From an optimization exercise on the open Yosys and OpenROAD flow, aimed at small area; shortcuts taken in it are not production practice.
The RTL was checked by simulation tests, not by an equivalence proof against the original design.
Power and IR drop assume default switching activity.

## iob_gpio_in
module iob_gpio_in #(
  parameter int GPIO_W = 32,
  parameter int DATA_W = 32,
  parameter int ADDR_W = 3,
  parameter int DEB_W  = iob_gpio_in_pkg::DEB_W_DEF
) (
  input  logic              clk,
  input  logic              rst,
  input  logic              valid,
  input  logic [ADDR_W-1:0] address,
  input  logic [DATA_W-1:0] wdata,
  input  logic [DATA_W/8-1:0] wstrb,
  output logic [DATA_W-1:0] rdata,
  output logic              ready,
  input  logic [GPIO_W-1:0] gpio_input,
  output logic              gpio_irq
);
  logic [GPIO_W-1:0] raw, deb, flip;
  logic [DATA_W-1:0] wmask;
  logic              ready_q;
  logic [DATA_W-1:0] rdata_q, rdata_d;
  logic [GPIO_W-1:0] rise_en_q, fall_en_q, pending_q, pending_d;
  logic [DEB_W-1:0]  deb_th_q;
  logic              irq_q;
  logic              req, wr, rd;
  logic              we_rise, we_fall, we_th, we_pend;
  genvar gi;
  generate
    for (gi = 0; gi < GPIO_W; gi++) begin : g_pin
      iob_gpio_in_deb #(.DEB_W(DEB_W)) u_deb (
        .clk  (clk),
        .rst  (rst),
        .pin  (gpio_input[gi]),
        .th   (deb_th_q),
        .raw  (raw[gi]),
        .deb  (deb[gi]),
        .flip (flip[gi])
      );
    end
    for (gi = 0; gi < DATA_W/8; gi++) begin : g_lane
      assign wmask[8*gi +: 8] = {8{wstrb[gi]}};
    end
  endgenerate
  assign req     = valid & ~ready_q;
  assign wr      = req & (|wstrb);
  assign rd      = req & ~(|wstrb);
  assign we_rise = wr & (address == 3'd2);
  assign we_fall = wr & (address == 3'd3);
  assign we_pend = wr & (address == 3'd4);
  assign we_th   = wr & (address == 3'd5);
  assign pending_d = (pending_q & ~({GPIO_W{we_pend}} & wdata & wmask))
                   | (flip & ((deb & fall_en_q) | (~deb & rise_en_q)));
  always_comb begin
    rdata_d = '0;
    if (rd) begin
      case (address)
        3'd0: rdata_d = raw;
        3'd1: rdata_d = deb;
        3'd2: rdata_d = rise_en_q;
        3'd3: rdata_d = fall_en_q;
        3'd4: rdata_d = pending_q;
        3'd5: rdata_d = DATA_W'(deb_th_q);
        default: rdata_d = '0;
      endcase
    end
  end
  always_ff @(posedge clk or posedge rst) begin
    if (rst) begin
  ...
Size: ~110 I/O pins, roughly 32,000 sq um of cells after synthesis.
Settings: LEC_CHECK=0, ABC_AREA=1, CAP_MARGIN=5, CORE_MARGIN=2, CORE_UTILIZATION=60, SLEW_MARGIN=5; clock period 10.0 ns.
standard.sh (not shown) runs the stock make flow with config.mk's settings and CLKGATE_MAP_FILE= SYNTH_SCRIPT=/design/flow/synth_recipe.tcl, a recipe that flattens the netlist after the stock synthesis.
==> flow/flow/run.sh <==
#!/bin/bash
# Own layout flow: the standard synthesis, then the combinational logic
# (everything but the flip-flops and tie cells) is re-mapped by ABC with an
# area-oriented script; the flip-flops keep their cells and names. The rest
# is the standard layout flow. Each tool writes its output to its own log.
set -euo pipefail
W=$(pwd)
F=$W/flow
LIB=$FLOW_HOME/platforms/sky130hd/lib/sky130_fd_sc_hd__tt_025C_1v80.lib
R=$W/orfs/results/sky130hd/iob_gpio_in/base
YOSYS=$FLOW_HOME/../tools/install/yosys/bin/yosys
[[ -x $YOSYS ]] || YOSYS=yosys

bash standard.sh synth > $W/standard_synth.log 2>&1
cp $R/1_2_yosys.v $W/1_2_yosys_std.v
sed -e "s|@LIB@|$LIB|g" -e "s|@IN@|$W/1_2_yosys_std.v|" -e "s|@OUT@|$W/1_2_yosys_remap.v|" \
    -e "s|@SCRIPT@|$F/abc_area.script|" -e "s|@CONSTR@|$F/abc.constr|" $F/remap.ys > $W/remap.ys
$YOSYS -s $W/remap.ys > $W/remap.log 2>&1
cp $W/1_2_yosys_remap.v $R/1_2_yosys.v
rm -f $R/1_synth.odb $R/1_synth.sdc
export CTS_ARGS="-sink_clustering_enable -repair_clock_nets -dont_use_dummy_load -sink_clustering_size 30 -sink_clustering_max_diameter 80 -buf_list sky130_fd_sc_hd__clkbuf_16"
# Port buffers: the smallest buffer is enough for these loads.
export BUFFER_PORTS_ARGS="-buffer_cell sky130_fd_sc_hd__buf_1"
bash standard.sh finish > $W/standard_finish.log 2>&1
==> flow/flow/abc.constr <==
set_driving_cell sky130_fd_sc_hd__buf_1
set_load 5
==> flow/flow/abc_area.script <==
strash; &get -n; &dch -f; &nf -R 1000; &put; topo; stime -c
==> flow/flow/remap.ys <==
# Re-map the standard synthesis's combinational cells; flip-flops and tie
# cells stay as they are (black boxes), so their instances keep their names.
read_liberty -overwrite -ignore_miss_func @LIB@
read_verilog @IN@
hierarchy -top iob_gpio_in
blackbox sky130_fd_sc_hd__df* sky130_fd_sc_hd__conb*
flatten
rename -hide w:_*
opt_clean
stat
abc -script @SCRIPT@ -liberty @LIB@ -dont_use *lpflow* -dont_use *probe_p* -dont_use *probec_p* -constr @CONSTR@ -D 10000
opt_clean
stat -liberty @LIB@
write_verilog -noattr -nohex -nodec @OUT@
The first run completed without violations.
Edit:
--- a/flow/flow/run.sh
+++ b/flow/flow/run.sh
@@ -21 +21 @@
-export CTS_ARGS="-sink_clustering_enable -repair_clock_nets -dont_use_dummy_load -sink_clustering_size 30 -sink_clustering_max_diameter 80 -buf_list sky130_fd_sc_hd__clkbuf_16"
+export CTS_ARGS="-sink_clustering_enable -repair_clock_nets -dont_use_dummy_load -sink_clustering_size 16 -sink_clustering_max_diameter 60 -buf_list sky130_fd_sc_hd__clkbuf_8"
Settings changed: CAP_MARGIN 5 to 20, SLEW_MARGIN 5 to 20.
What happened: The changed run completed without violations. Sequential power stays flat. Hold slack got worse by 0.010 ns. Utilization drops by 0.26 points. Via count went up slightly. Combinational power barely changes. Final cell count rises slightly.

========
The RTL this note starts from:
==> flow/design.v <==
package iob_gpio_in_pkg;
  localparam int unsigned DEB_W_DEF = 16;
  localparam logic [31:0] ADDR_RAW     = 32'd0;
  localparam logic [31:0] ADDR_DEB     = 32'd1;
  localparam logic [31:0] ADDR_RISE_EN = 32'd2;
  localparam logic [31:0] ADDR_FALL_EN = 32'd3;
  localparam logic [31:0] ADDR_PENDING = 32'd4;
  localparam logic [31:0] ADDR_DEB_TH  = 32'd5;
  localparam logic [31:0] EN_RST      = 32'h0000_0000;
  localparam logic [31:0] PENDING_RST = 32'h0000_0000;
  localparam logic [31:0] DEB_TH_RST  = 32'h0000_0000;
endpackage
module iob_gpio_in_deb #(
  parameter int DEB_W = 16
) (
  input  logic             clk,
  input  logic             rst,
  input  logic             pin,
  input  logic [DEB_W-1:0] th,
  output logic             raw,
  output logic             deb,
  output logic             flip
);
  logic             sync1_q, sync2_q;
  logic             deb_q;
  logic [DEB_W-1:0] cnt_q;
  logic             mis, ge;
  assign mis  = sync2_q ^ deb_q;
  logic [DEB_W-1:0] g, k, cnt_d;
  assign g[0] = cnt_q[0] | ~th[0];
  for (genvar i = 1; i < DEB_W; i++) begin : g_cmp
    assign g[i] = (cnt_q[i] & ~th[i]) | ((cnt_q[i] | ~th[i]) & g[i-1]);
  end
  assign ge = g[DEB_W-1];
  assign k[0] = mis & ~ge;
  for (genvar i = 1; i < DEB_W; i++) begin : g_inc
    assign k[i] = k[i-1] & cnt_q[i-1];
  end
  assign cnt_d = ({DEB_W{k[0]}} & cnt_q) ^ k;
  assign flip = mis & ge;
  always_ff @(posedge clk or posedge rst) begin
    if (rst) begin
      sync1_q <= 1'b0;
      sync2_q <= 1'b0;
      deb_q   <= 1'b0;
    end else begin
      sync1_q <= pin;
      sync2_q <= sync1_q;
      deb_q   <= deb_q ^ flip;
    end
  end
  always_ff @(posedge clk) begin
    cnt_q <= cnt_d;
  end
  assign raw = sync2_q;
  assign deb = deb_q;
endmodule
module iob_gpio_in #(
  parameter int GPIO_W = 32,
  parameter int DATA_W = 32,
  parameter int ADDR_W = 3,
  parameter int DEB_W  = iob_gpio_in_pkg::DEB_W_DEF
) (
  input  logic              clk,
  input  logic              rst,
  input  logic              valid,
  input  logic [ADDR_W-1:0] address,
  input  logic [DATA_W-1:0] wdata,
  input  logic [DATA_W/8-1:0] wstrb,
  output logic [DATA_W-1:0] rdata,
  output logic              ready,
  input  logic [GPIO_W-1:0] gpio_input,
  output logic              gpio_irq
);
  logic [GPIO_W-1:0] raw, deb, flip;
  logic [DATA_W-1:0] wmask;
  logic              ready_q;
  logic [DATA_W-1:0] rdata_q, rdata_d;
  logic [GPIO_W-1:0] rise_en_q, fall_en_q, pending_q, pending_d;
  logic [DEB_W-1:0]  deb_th_q;
  logic              irq_q;
  logic              req, wr, rd;
  logic              we_rise, we_fall, we_th, we_pend;
  genvar gi;
  generate
    for (gi = 0; gi < GPIO_W; gi++) begin : g_pin
      iob_gpio_in_deb #(.DEB_W(DEB_W)) u_deb (
        .clk  (clk),
        .rst  (rst),
        .pin  (gpio_input[gi]),
        .th   (deb_th_q),
        .raw  (raw[gi]),
        .deb  (deb[gi]),
        .flip (flip[gi])
      );
    end
    for (gi = 0; gi < DATA_W/8; gi++) begin : g_lane
      assign wmask[8*gi +: 8] = {8{wstrb[gi]}};
    end
  endgenerate
  assign req     = valid & ~ready_q;
  assign wr      = req & (|wstrb);
  assign rd      = req & ~(|wstrb);
  assign we_rise = wr & (address == 3'd2);
  assign we_fall = wr & (address == 3'd3);
  assign we_pend = wr & (address == 3'd4);
  assign we_th   = wr & (address == 3'd5);
  assign pending_d = (pending_q & ~({GPIO_W{we_pend}} & wdata & wmask))
                   | (flip & ((deb & fall_en_q) | (~deb & rise_en_q)));
  always_comb begin
    rdata_d = '0;
    if (rd) begin
      case (address)
        3'd0: rdata_d = raw;
        3'd1: rdata_d = deb;
        3'd2: rdata_d = rise_en_q;
        3'd3: rdata_d = fall_en_q;
        3'd4: rdata_d = pending_q;
        3'd5: rdata_d = DATA_W'(deb_th_q);
        default: rdata_d = '0;
      endcase
    end
  end
  always_ff @(posedge clk or posedge rst) begin
    if (rst) begin
      ready_q   <= 1'b0;
      rdata_q   <= '0;
      rise_en_q <= '0;
      fall_en_q <= '0;
      pending_q <= '0;
      deb_th_q  <= '0;
      irq_q     <= 1'b0;
    end else begin
      ready_q   <= req;
      rdata_q   <= rdata_d;
      for (int i = 0; i < GPIO_W; i++) begin
        if (we_rise & wstrb[i/8]) rise_en_q[i] <= wdata[i];
        if (we_fall & wstrb[i/8]) fall_en_q[i] <= wdata[i];
      end
      for (int i = 0; i < DEB_W; i++)
        if (we_th & wstrb[i/8]) deb_th_q[i] <= wdata[i];
      pending_q <= pending_d;
      irq_q     <= |pending_d;
    end
  end
  assign ready    = ready_q;
  assign rdata    = rdata_q;
  assign gpio_irq = irq_q;
endmodule
Settings: LEC_CHECK=0, ABC_AREA=1, CAP_MARGIN=20, CORE_MARGIN=2, CORE_UTILIZATION=60, SLEW_MARGIN=20; clock period 10.0 ns.
==> flow/flow/run.sh <==
#!/bin/bash
# Own layout flow: the standard synthesis, then the combinational logic
# (everything but the flip-flops and tie cells) is re-mapped by ABC with an
# area-oriented script; the flip-flops keep their cells and names. The rest
# is the standard layout flow. Each tool writes its output to its own log.
set -euo pipefail
W=$(pwd)
F=$W/flow
LIB=$FLOW_HOME/platforms/sky130hd/lib/sky130_fd_sc_hd__tt_025C_1v80.lib
R=$W/orfs/results/sky130hd/iob_gpio_in/base
YOSYS=$FLOW_HOME/../tools/install/yosys/bin/yosys
[[ -x $YOSYS ]] || YOSYS=yosys

bash standard.sh synth > $W/standard_synth.log 2>&1
cp $R/1_2_yosys.v $W/1_2_yosys_std.v
sed -e "s|@LIB@|$LIB|g" -e "s|@IN@|$W/1_2_yosys_std.v|" -e "s|@OUT@|$W/1_2_yosys_remap.v|" \
    -e "s|@SCRIPT@|$F/abc_area.script|" -e "s|@CONSTR@|$F/abc.constr|" $F/remap.ys > $W/remap.ys
$YOSYS -s $W/remap.ys > $W/remap.log 2>&1
cp $W/1_2_yosys_remap.v $R/1_2_yosys.v
rm -f $R/1_synth.odb $R/1_synth.sdc
export CTS_ARGS="-sink_clustering_enable -repair_clock_nets -dont_use_dummy_load -sink_clustering_size 20 -sink_clustering_max_diameter 50 -buf_list sky130_fd_sc_hd__clkbuf_8"
bash standard.sh finish > $W/standard_finish.log 2>&1
Scripts as last shown in full above: flow/flow/abc.constr, flow/flow/abc_area.script, flow/flow/remap.ys
Change:
==> flow/run.sh (new file) <==
#!/bin/bash
# synth_recipe.tcl (not shown) runs the flow's synth.tcl, then flattens the netlist and writes it again
# the make line also repeats each setting of config.mk as NAME=value (left out here)
make -C /OpenROAD-flow-scripts/flow DESIGN_CONFIG=/design/flow/config.mk WORK_HOME=/design/flow/orfs CLKGATE_MAP_FILE= SYNTH_SCRIPT=/design/flow/synth_recipe.tcl finish
removed: flow/flow/run.sh
removed: flow/flow/abc.constr
removed: flow/flow/abc_area.script
removed: flow/flow/remap.ys
removed: flow/standard.sh
After rerunning: The new run passed the timing, DRC and antenna checks; power went up by well over a third; routed wire length went up by roughly a tenth; worst hold slack gains 24 ps; combinational power went up to 2.7 times its value; die area went up by about a fifth; cell count went up by well over a third; via count went up by about a fifth; area after synthesis went up by about a fifth.

## re-timing with driven ports
In the flow no input, the clock included, has a driving cell. The finished layouts below were timed again as built, in two steps. Step 1 (the two cells are an assumption about what drives the block):
set clk [get_ports {clk}]
set_driving_cell -lib_cell sky130_fd_sc_hd__clkbuf_16 $clk
set_driving_cell -lib_cell sky130_fd_sc_hd__buf_2 [delete_from_list [all_inputs] $clk]
Step 2 adds t to the input delays and takes it off the output delays; t is the mean of the earliest and latest rising clock arrival at the registers after step 1. Input paths then give back, and output paths get back, about the clock's delay inside the block. Slacks: ideal ports / drivers / drivers and shift; pairs: ideal ports / drivers.
run	t (ns)	setup WS [ns]	hold slack, ns	slew at the worst register clock pin (ns)	pins driven straight from the clock port
the first run of note 1	0.633	3.428 / 3.428 / 3.428	0.346 / 0.346 / 0.346	0.11 / 0.11	1
the second run of note 1	0.750	3.421 / 3.421 / 3.421	0.335 / 0.335 / 0.335	0.11 / 0.11	1
the first run of note 2	0.722	3.137 / 3.137 / 3.137	0.323 / 0.323 / 0.323	0.12 / 0.12	1
the second run of note 2	0.684	5.083 / 5.083 / 4.659	0.346 / 0.346 / 0.346	0.07 / 0.07	1
After both steps setup and hold are still met in every run listed. For the second run of note 2, which loses most, drivers alone change the setup slack by 0.000 ns; drivers and shift together by -0.424 ns.
